What follows belongs to an exercise in optimizing a design on an open flow for small area; a production flow would make more cautious choices.
Only simulation tests tie the RTL to the original design; equivalence was not proved.

File: flow/run.sh
#!/bin/bash
# synth_recipe.tcl (not shown) runs the flow's synth.tcl, then flattens the netlist and writes it again
# the make line also repeats each setting of config.mk as NAME=value (left out here)
make -C /OpenROAD-flow-scripts/flow DESIGN_CONFIG=/design/flow/config.mk WORK_HOME=/design/flow/orfs CLKGATE_MAP_FILE= SYNTH_SCRIPT=/design/flow/synth_recipe.tcl finish
File: flow/config.mk
export PLATFORM = sky130hd
export DESIGN_NAME = aesTop
export DESIGN_NICKNAME = aesTop
export VERILOG_FILES = /design/flow/design.v
export SDC_FILE = /design/flow/constraint.sdc
export NUM_CORES = 4
export LEC_CHECK = 0
export CAP_MARGIN = 20
export CORE_MARGIN = 2
export CORE_UTILIZATION = 40
export SLEW_MARGIN = 20
File: flow/constraint.sdc
create_clock -name core_clock -period 25.0 [get_ports {clock}]
set_input_delay 5.0000 -clock core_clock [delete_from_list [all_inputs] [get_ports {clock}]]
set_output_delay 5.0000 -clock core_clock [all_outputs]
set_load 0.01 [all_outputs]
File: flow/design.v
package aesTypesPkg;
	typedef logic [127:0] aesBlock;
	typedef logic [7:0] aesByte;
endpackage
package aesCtrlPkg;
	typedef logic [3:0] stepIndex;
endpackage
module aesSbox (
	input logic [7:0] inByte,
	output logic [7:0] outByte
);
	logic U0, U1, U2, U3, U4, U5, U6, U7;
	logic T1, T2, T3, T4, T5, T6, T7, T8, T9, T10, T11, T12, T13, T14;
	logic T15, T16, T17, T18, T19, T20, T21, T22, T23, T24, T25, T26, T27;
	logic M1, M2, M3, M4, M5, M6, M7, M8, M9, M10, M11, M12, M13, M14, M15;
	logic M16, M17, M18, M19, M20, M21, M22, M23, M24, M25, M26, M27, M28;
	logic M29, M30, M31, M32, M33, M34, M35, M36, M37, M38, M39, M40, M41;
	logic M42, M43, M44, M45, M46, M47, M48, M49, M50, M51, M52, M53, M54;
	logic M55, M56, M57, M58, M59, M60, M61, M62, M63;
	logic L0, L1, L2, L3, L4, L5, L6, L7, L8, L9, L10, L11, L12, L13, L14;
	logic L15, L16, L17, L18, L19, L20, L21, L22, L23, L24, L25, L26, L27;
	logic L28, L29;
	assign {U0, U1, U2, U3, U4, U5, U6, U7} = inByte;
	assign T1 = U0 ^ U3;
	assign T2 = U0 ^ U5;
	assign T3 = U0 ^ U6;
	assign T4 = U3 ^ U5;
	assign T5 = U4 ^ U6;
	assign T6 = T1 ^ T5;
	assign T7 = U1 ^ U2;
	assign T8 = U7 ^ T6;
	assign T9 = U7 ^ T7;
	assign T10 = T6 ^ T7;
	assign T11 = U1 ^ U5;
	assign T12 = U2 ^ U5;
	assign T13 = T3 ^ T4;
	assign T14 = T6 ^ T11;
	assign T15 = T5 ^ T11;
	assign T16 = T5 ^ T12;
	assign T17 = T9 ^ T16;
	assign T18 = U3 ^ U7;
	assign T19 = T7 ^ T18;
	assign T20 = T1 ^ T19;
	assign T21 = U6 ^ U7;
	assign T22 = T7 ^ T21;
	assign T23 = T2 ^ T22;
	assign T24 = T2 ^ T10;
	assign T25 = T20 ^ T17;
	assign T26 = T3 ^ T16;
	assign T27 = T1 ^ T12;
	assign M1 = T13 & T6;
	assign M2 = T23 & T8;
	assign M3 = T14 ^ M1;
	assign M4 = T19 & U7;
	assign M5 = M4 ^ M1;
	assign M6 = T3 & T16;
	assign M7 = T22 & T9;
	assign M8 = T26 ^ M6;
	assign M9 = T20 & T17;
	assign M10 = M9 ^ M6;
	assign M11 = T1 & T15;
	assign M12 = T4 & T27;
	assign M13 = M12 ^ M11;
	assign M14 = T2 & T10;
	assign M15 = M14 ^ M11;
	assign M16 = M3 ^ M2;
	assign M17 = M5 ^ T24;
	assign M18 = M8 ^ M7;
	assign M19 = M10 ^ M15;
	assign M20 = M16 ^ M13;
	assign M21 = M17 ^ M15;
	assign M22 = M18 ^ M13;
	assign M23 = M19 ^ T25;
	assign M24 = M22 ^ M23;
	assign M25 = M22 & M20;
	assign M26 = M21 ^ M25;
	assign M27 = M20 ^ M21;
	assign M28 = M23 ^ M25;
	assign M29 = M28 & M27;
	assign M30 = M26 & M24;
	assign M31 = M20 & M23;
	assign M32 = M27 & M31;
	assign M33 = M27 ^ M25;
	assign M34 = M21 & M22;
	assign M35 = M24 & M34;
	assign M36 = M24 ^ M25;
	assign M37 = M21 ^ M29;
	assign M38 = M32 ^ M33;
	assign M39 = M23 ^ M30;
	assign M40 = M35 ^ M36;
	assign M41 = M38 ^ M40;
	assign M42 = M37 ^ M39;
	assign M43 = M37 ^ M38;
	assign M44 = M39 ^ M40;
	assign M45 = M42 ^ M41;
	assign M46 = M44 & T6;
	assign M47 = M40 & T8;
	assign M48 = M39 & U7;
	assign M49 = M43 & T16;
	assign M50 = M38 & T9;
	assign M51 = M37 & T17;
	assign M52 = M42 & T15;
	assign M53 = M45 & T27;
	assign M54 = M41 & T10;
	assign M55 = M44 & T13;
	assign M56 = M40 & T23;
	assign M57 = M39 & T19;
	assign M58 = M43 & T3;
	assign M59 = M38 & T22;
	assign M60 = M37 & T20;
	assign M61 = M42 & T1;
	assign M62 = M45 & T4;
	assign M63 = M41 & T2;
	assign L0 = M61 ^ M62;
	assign L1 = M50 ^ M56;
	assign L2 = M46 ^ M48;
	assign L3 = M47 ^ M55;
	assign L4 = M54 ^ M58;
	assign L5 = M49 ^ M61;
	assign L6 = M62 ^ L5;
	assign L7 = M46 ^ L3;
	assign L8 = M51 ^ M59;
	assign L9 = M52 ^ M53;
	assign L10 = M53 ^ L4;
	assign L11 = M60 ^ L2;
	assign L12 = M48 ^ M51;
	assign L13 = M50 ^ L0;
	assign L14 = M52 ^ M61;
	assign L15 = M55 ^ L1;
	assign L16 = M56 ^ L0;
	assign L17 = M57 ^ L1;
	assign L18 = M58 ^ L8;
	assign L19 = M63 ^ L4;
	assign L20 = L0 ^ L1;
	assign L21 = L1 ^ L7;
	assign L22 = L3 ^ L12;
	assign L23 = L18 ^ L2;
	assign L24 = L15 ^ L9;
	assign L25 = L6 ^ L10;
	assign L26 = L7 ^ L9;
	assign L27 = L8 ^ L10;
	assign L28 = L11 ^ L14;
	assign L29 = L11 ^ L17;
	assign outByte = {
		L6 ^ L24,
		~(L16 ^ L26),
		~(L19 ^ L28),
		L6 ^ L21,
		L20 ^ L22,
		L25 ^ L29,
		~(L13 ^ L27),
		~(L6 ^ L23)};
endmodule
module aesTop (
	input logic clock,
	input logic reset,
	input logic start,
	input aesTypesPkg::aesBlock plainText,
	input aesTypesPkg::aesBlock key,
	output aesTypesPkg::aesBlock cipherText,
	output logic done
);
	logic busy;
	logic ph;             
	logic [3:0] cnt;      
	logic [3:0] rnd;      
	logic [127:0] st;     
	logic [127:0] ks;     
	logic ld;
	logic isSB, isA, isFinal, lastPass;
	logic useB, gA, mixPh;
	logic [3:0] rot;      
	logic [7:0] rcon;
	assign ld = start & ~busy;
	assign isSB = busy & ~ph;
	assign isA = busy & ph;
	assign isFinal = (rnd == 4'd11);
	assign lastPass = isSB & isFinal & (cnt == 4'd15);
	always_ff @(posedge clock or posedge reset) begin
		if (reset) begin
			busy <= 1'b0;
			done <= 1'b0;
		end else if (ld) begin
			busy <= 1'b1;
			done <= 1'b0;
		end else if (lastPass) begin
			busy <= 1'b0;
			done <= 1'b1;
		end
	end
	always_ff @(posedge clock) begin
		if (ld) begin
			cnt <= 4'd0;
			ph <= 1'b0;
			rnd <= 4'd1;
		end else begin
			cnt <= cnt + 4'd1;
			if (cnt == 4'd15) begin
				ph <= ~ph;
				if (ph)
					rnd <= rnd + 4'd1;
			end
		end
	end
	always_comb begin
		case (rnd)
			4'd1: rcon = 8'h01;
			4'd2: rcon = 8'h02;
			4'd3: rcon = 8'h04;
			4'd4: rcon = 8'h08;
			4'd5: rcon = 8'h10;
			4'd6: rcon = 8'h20;
			4'd7: rcon = 8'h40;
			4'd8: rcon = 8'h80;
			4'd9: rcon = 8'h1b;
			4'd10: rcon = 8'h36;
			default: rcon = 8'h00;
		endcase
	end
	logic [7:0] k0, k7, k15;
	logic [7:0] newKey, keyTail;
	logic [7:0] sbIn, sbOut;
	logic [7:0] s0, x;
	assign k0 = ks[127 -: 8];
	assign k7 = ks[127 - 8*7 -: 8];
	assign k15 = ks[7:0];
	assign s0 = st[127 -: 8];
	assign useB = isSB & (rnd != 4'd1) & (cnt[1:0] != 2'd0);
	assign gA = isA & (cnt[1:0] == 2'd0);
	assign newKey = k0 ^ ({8{useB}} & k15);
	assign x = s0 ^ newKey;
	assign sbIn = isSB ? x : k7;
	aesSbox uSbox (
		.inByte(sbIn),
		.outByte(sbOut)
	);
	assign keyTail = newKey ^ ({8{gA}} & (sbOut ^ ({8{cnt[3:2] == 2'd0}} & rcon)));
	always_ff @(posedge clock) begin
		if (ld)
			ks <= key_rm(key);
		else
			ks <= {ks[119:0], keyTail};
	end
	assign mixPh = isA & (rnd != 4'd10) & (cnt >= 4'd3) & (cnt <= 4'd6);
	always_comb begin
		for (int r = 0; r < 4; r++)
			rot[r] = mixPh | (isA & (cnt < 4'd3) & (4'(r) > cnt));
	end
	logic [7:0] a [4];
	logic [7:0] u [4];
	logic [7:0] mcOut [4];
	logic [7:0] tSum;
	logic [7:0] tailIn;
	always_comb begin
		for (int r = 0; r < 4; r++)
			a[r] = st[127 - 32*r -: 8];
		for (int r = 0; r < 4; r++)
			u[r] = a[r] ^ a[(r + 1) % 4];
		tSum = u[0] ^ u[2];
		for (int r = 0; r < 4; r++)
			mcOut[r] = a[r] ^ ({8{mixPh}} & (tSum ^ xtime(u[r])));
	end
	assign tailIn = isFinal ? x : sbOut;
	logic [127:0] ptRm;
	logic [127:0] stNext;
	assign ptRm = key_rm(plainText);
	always_comb begin
		for (int p = 0; p < 16; p++) begin
			logic [7:0] q, prev, ld8, pass;
			logic run, hold;
			int r, c;
			r = p / 4;
			c = p % 4;
			q = st[127 - 8*p -: 8];
			ld8 = ptRm[127 - 8*p -: 8];
			if (c != 3)
				prev = st[127 - 8*(p + 1) -: 8];
			else if (p != 15)
				prev = isSB ? st[127 - 8*(p + 1) -: 8] : mcOut[r];
			else
				prev = isSB ? tailIn : mcOut[r];
			run = isSB | rot[r];
			hold = ~(ld | run);
			stNext[127 - 8*p -: 8] = ({8{ld}} & ld8) | ({8{run}} & prev) | ({8{hold}} & q);
		end
	end
	always_ff @(posedge clock)
		st <= stNext;
	always_comb begin
		for (int p = 0; p < 16; p++)
			cipherText[127 - 8*((p % 4)*4 + p / 4) -: 8] = st[127 - 8*p -: 8];
	end
	function automatic logic [127:0] key_rm(input logic [127:0] b);
		for (int i = 0; i < 16; i++)
			key_rm[127 - 8*((i % 4)*4 + i / 4) -: 8] = b[127 - 8*i -: 8];
	endfunction
	function automatic logic [7:0] xtime(input logic [7:0] b);
		xtime = {b[6:0], 1'b0} ^ (b[7] ? 8'h1b : 8'h00);
	endfunction
endmodule
==> impl_metrics.tcl <==
set metrics [dict create \
    status "timing/DRC/antenna clean" \
    syn_nets 1986 \
    dp_slack_ps 17480 \
    num_io_pins 388 \
    cap_violations 0 \
    ys_warn_count 5 \
    hold_violations 0 \
    syn_inst 1714 \
    fmax_mhz 135 \
    insertion_delay_ps 570 \
    end_kind "flop" \
    synth_edf_count 0 \
    drive_above_1_share_pct 4.91 \
    fin_worst_skew_ps 32.1 \
    initial_core_util_pct 40.7 \
    fin_crit_sh_pct 29.6 \
    rrSetupSlack_ps 17600 \
    dieArea_um2 36700 \
    whs_path_depth 2 \
    syn_area_um2 14100 \
    fp.dieH_um 191 \
    root_buffer "clkbuf_16" \
    vias 13200 \
    multiInputGateArea_um2 7890 \
    drc 0 \
    core_area_um2 34500 \
    ys_ff_latch 275 \
    hold_path_class "reg2reg" \
    std_cell_rows 68 \
    rsz0062_at_grt "no" \
    clkSinkCount 275 \
    dr.first_iter.drc_count 1303 \
    syn_avg_cell_area_um2 8.20 \
    vias_per_cell 5.25 \
    r2r-start "busy" \
    ant_nets 0 \
    gp_congestion 0.884 \
    antenna_found_initial 5 \
    ff_latch_area_um2 5520 \
    wl_per_cell_um 18.7 \
    worstHoldEndpoint "ks[93]" \
    slew_headroom_pct 32.9 \
    yosysSeqAreaShare_pct 39.2 \
    arrival_ps 7800 \
    worst_hold_slack_ps 407 \
    grt_pass1_wl_mm 72.3 \
    numPortBuffers 387 \
    worstSetupStartpointType "flop" \
    h-tree-depth 1 \
    cts_buffers 31 \
    cts_setup_buffers 0 \
    clkTransAtPathRegs_ps 70 \
    reg2reg_depth 21 \
    fp.dieW_um 191 \
    area_growth_pct 36.8 \
    crit_fanout 26 \
    grt_max_degree 200 \
    drv_slew 0 \
    critPathRequiredTime_ps 25390 \
    fillers 3278 \
    finalSetupTns_ps 0 \
    synth_cell_types 73 \
    timing.final.ws_setup_ps 17600 \
    hold_path.startpoint "ks[85]" \
    cts_tree "yes" \
    ctsHoldBuffers 0 \
    routed_wl_mm 47.1 \
    hpwl_mm 34.9 \
    cts.path.max_buffers 3 \
    nNetsFinal 2307 \
    critPathKind "reg2reg" \
    first_pass_iters 9 \
    grt_pass1_vias 12900 \
    setup_violations 0 \
    reg2reg_to "ks[1]" \
    synth-async-reset-ratio_pct 0.727 \
    grt-ovfl-total 0 \
    ys.flop_type "dfxtp_1" \
    ctsResizeCount 0 \
    worst_slew_pin_slew_ps 1010 \
    min_period_ps 7400 \
    grt_use_total_pct 25.0 \
]
-- final cells by class --
class,instances,share of cell area (%)
antenna,3,0.0390
multi-input combinational,1261,41.0
tap,455,2.96
inverter,65,1.27
clock inverter,7,0.462
clock buffer,49,4.80
sequential,275,28.7
timing repair buffer,401,20.8
-- worst max-delay path by stage --
| stage | from | to | slack [ps] | cells after the start |
|---|---|---|---|---|
| floorplan | start | rcon[1] | 18620 | 6 |
| global placement | start | st[6] | 17520 | 7 |
| detailed placement | start | st[6] | 17480 | 7 |
| CTS | rnd[0] | ks[1] | 17630 | 20 |
| global route | busy | ks[1] | 17170 | 21 |
| finish | busy | ks[1] | 17600 | 21 |
-- placed cells by master, fill, tap and decap left out, types with 19 or more instances in the layout --
cell / netlist / routed
a21oi_1: 61 / 61
a222oi_1: 50 / 50
a22oi_1: 68 / 68
clkbuf_16: 0 / 31
clkdlybuf4s50_1: 0 / 387
dfxtp_1: 273 / 273
inv_1: 65 / 65
nand2_1: 524 / 524
nand2b_1: 20 / 19
nand3_1: 20 / 20
nor2_1: 52 / 50
o21ai_0: 65 / 65
or3_1: 19 / 19
xnor2_1: 112 / 112
xor2_1: 50 / 50
-- through the flow --
step / cells / util [%] / instance area, µm²
after CTS: 2513 / 55.6 / 19200
after floorplan: 1714 / - / 14100
after detailed placement: 2457 / 52.7 / 18200
after global routing: 2514 / 55.6 / 19200
after global placement: 2457 / 52.7 / 18200
final: 2516 / 55.7 / 19200
-- cell families after synthesis --
family          share of synthesized area [%]
fa+ha+maj                                1.24
xor+xnor                                 15.0
flops                                    39.2
mux                                      1.39
buf+inv                                  4.94
compound gates                           17.0
simple gates                             21.3
-- cell usage after synthesis (all sizes together), types with 5 or more instances --
cell    count  area [µm²]
or3        19         119
o22ai       8        50.1
buf        15        82.6
mux2i      15         150
nand2b     20         125
a21oi      61         305
inv        65         244
nor2b      11        68.8
ha         13         163
a221o       6        60.1
nor3       21         121
xnor2     121        1160
and2       15        93.8
a221oi     18         170
a22oi      68         510
nor2       54         221
clkbuf     98         368
a311o       5        52.6
nand4       7        43.8
nand2     524        1970
xnor3      17         384
dfxtp     273        5470
a222oi     50         500
and3        7        43.8
xor2       53         509
o21ai      71         355
nand3      20         100
-- metal layers --
layer	up-vias	wire [µm]	track usage, %
li1	6475	-	-
met1	6173	21200	34.1
met2	491	21400	40.6
met3	63	3690	5.05
met4	2	915	6.04
met5	-	13	0
-- critical path, cell delays in order, from the launching register on --
cell and delay, ps:
dfrtp_1 550, nand2b_1 270, buf_4 310, nor3_2 180
buf_4 230, a311o_1 560, xor2_4 330, xnor2_4 210
xnor2_1 480, inv_1 90, ha_1 300, xnor3_1 540
xnor3_1 850, nor2_1 280, a211o_1 360, a31oi_1 190
o32ai_1 170, xnor2_1 390, xor3_1 450, mux2i_1 250
xnor2_1 160, a21oi_1 80
-- registers in the layout, indices dropped and copies added (netlist names) --
register	flops
cnt	4
ks	128
ph	1
rnd	4
done	1
st	128
rcon	8
busy	1

==> static timing again, ports no longer ideal <==
Ports are ideal in the flow. The routed layout listed here was re-timed in OpenROAD. Step 1 assumes that a clkbuf_16 drives the clock port and a buf_2 every other input. Step 2 moves the port delays by t, midway between the first and last clock arrival at a register: inputs arrive t later, outputs are due t later. That takes back most of the time a late clock gives input paths. Slacks: ideal / step 1 / step 2; pairs: ideal / step 1.
t, ns: 0.609
slack for setup (ns): 17.596 / 17.596 / 17.375
worst hold slack (ns): 0.407 / 0.407 / 0.407
clock arrival spread, ns: 0.033 / 0.033
cell pins on the clock port's net: 1
After both steps setup and hold are still met in this run. The setup slack of this run moves by 0.000 ns with the drivers and by -0.221 ns with both steps.
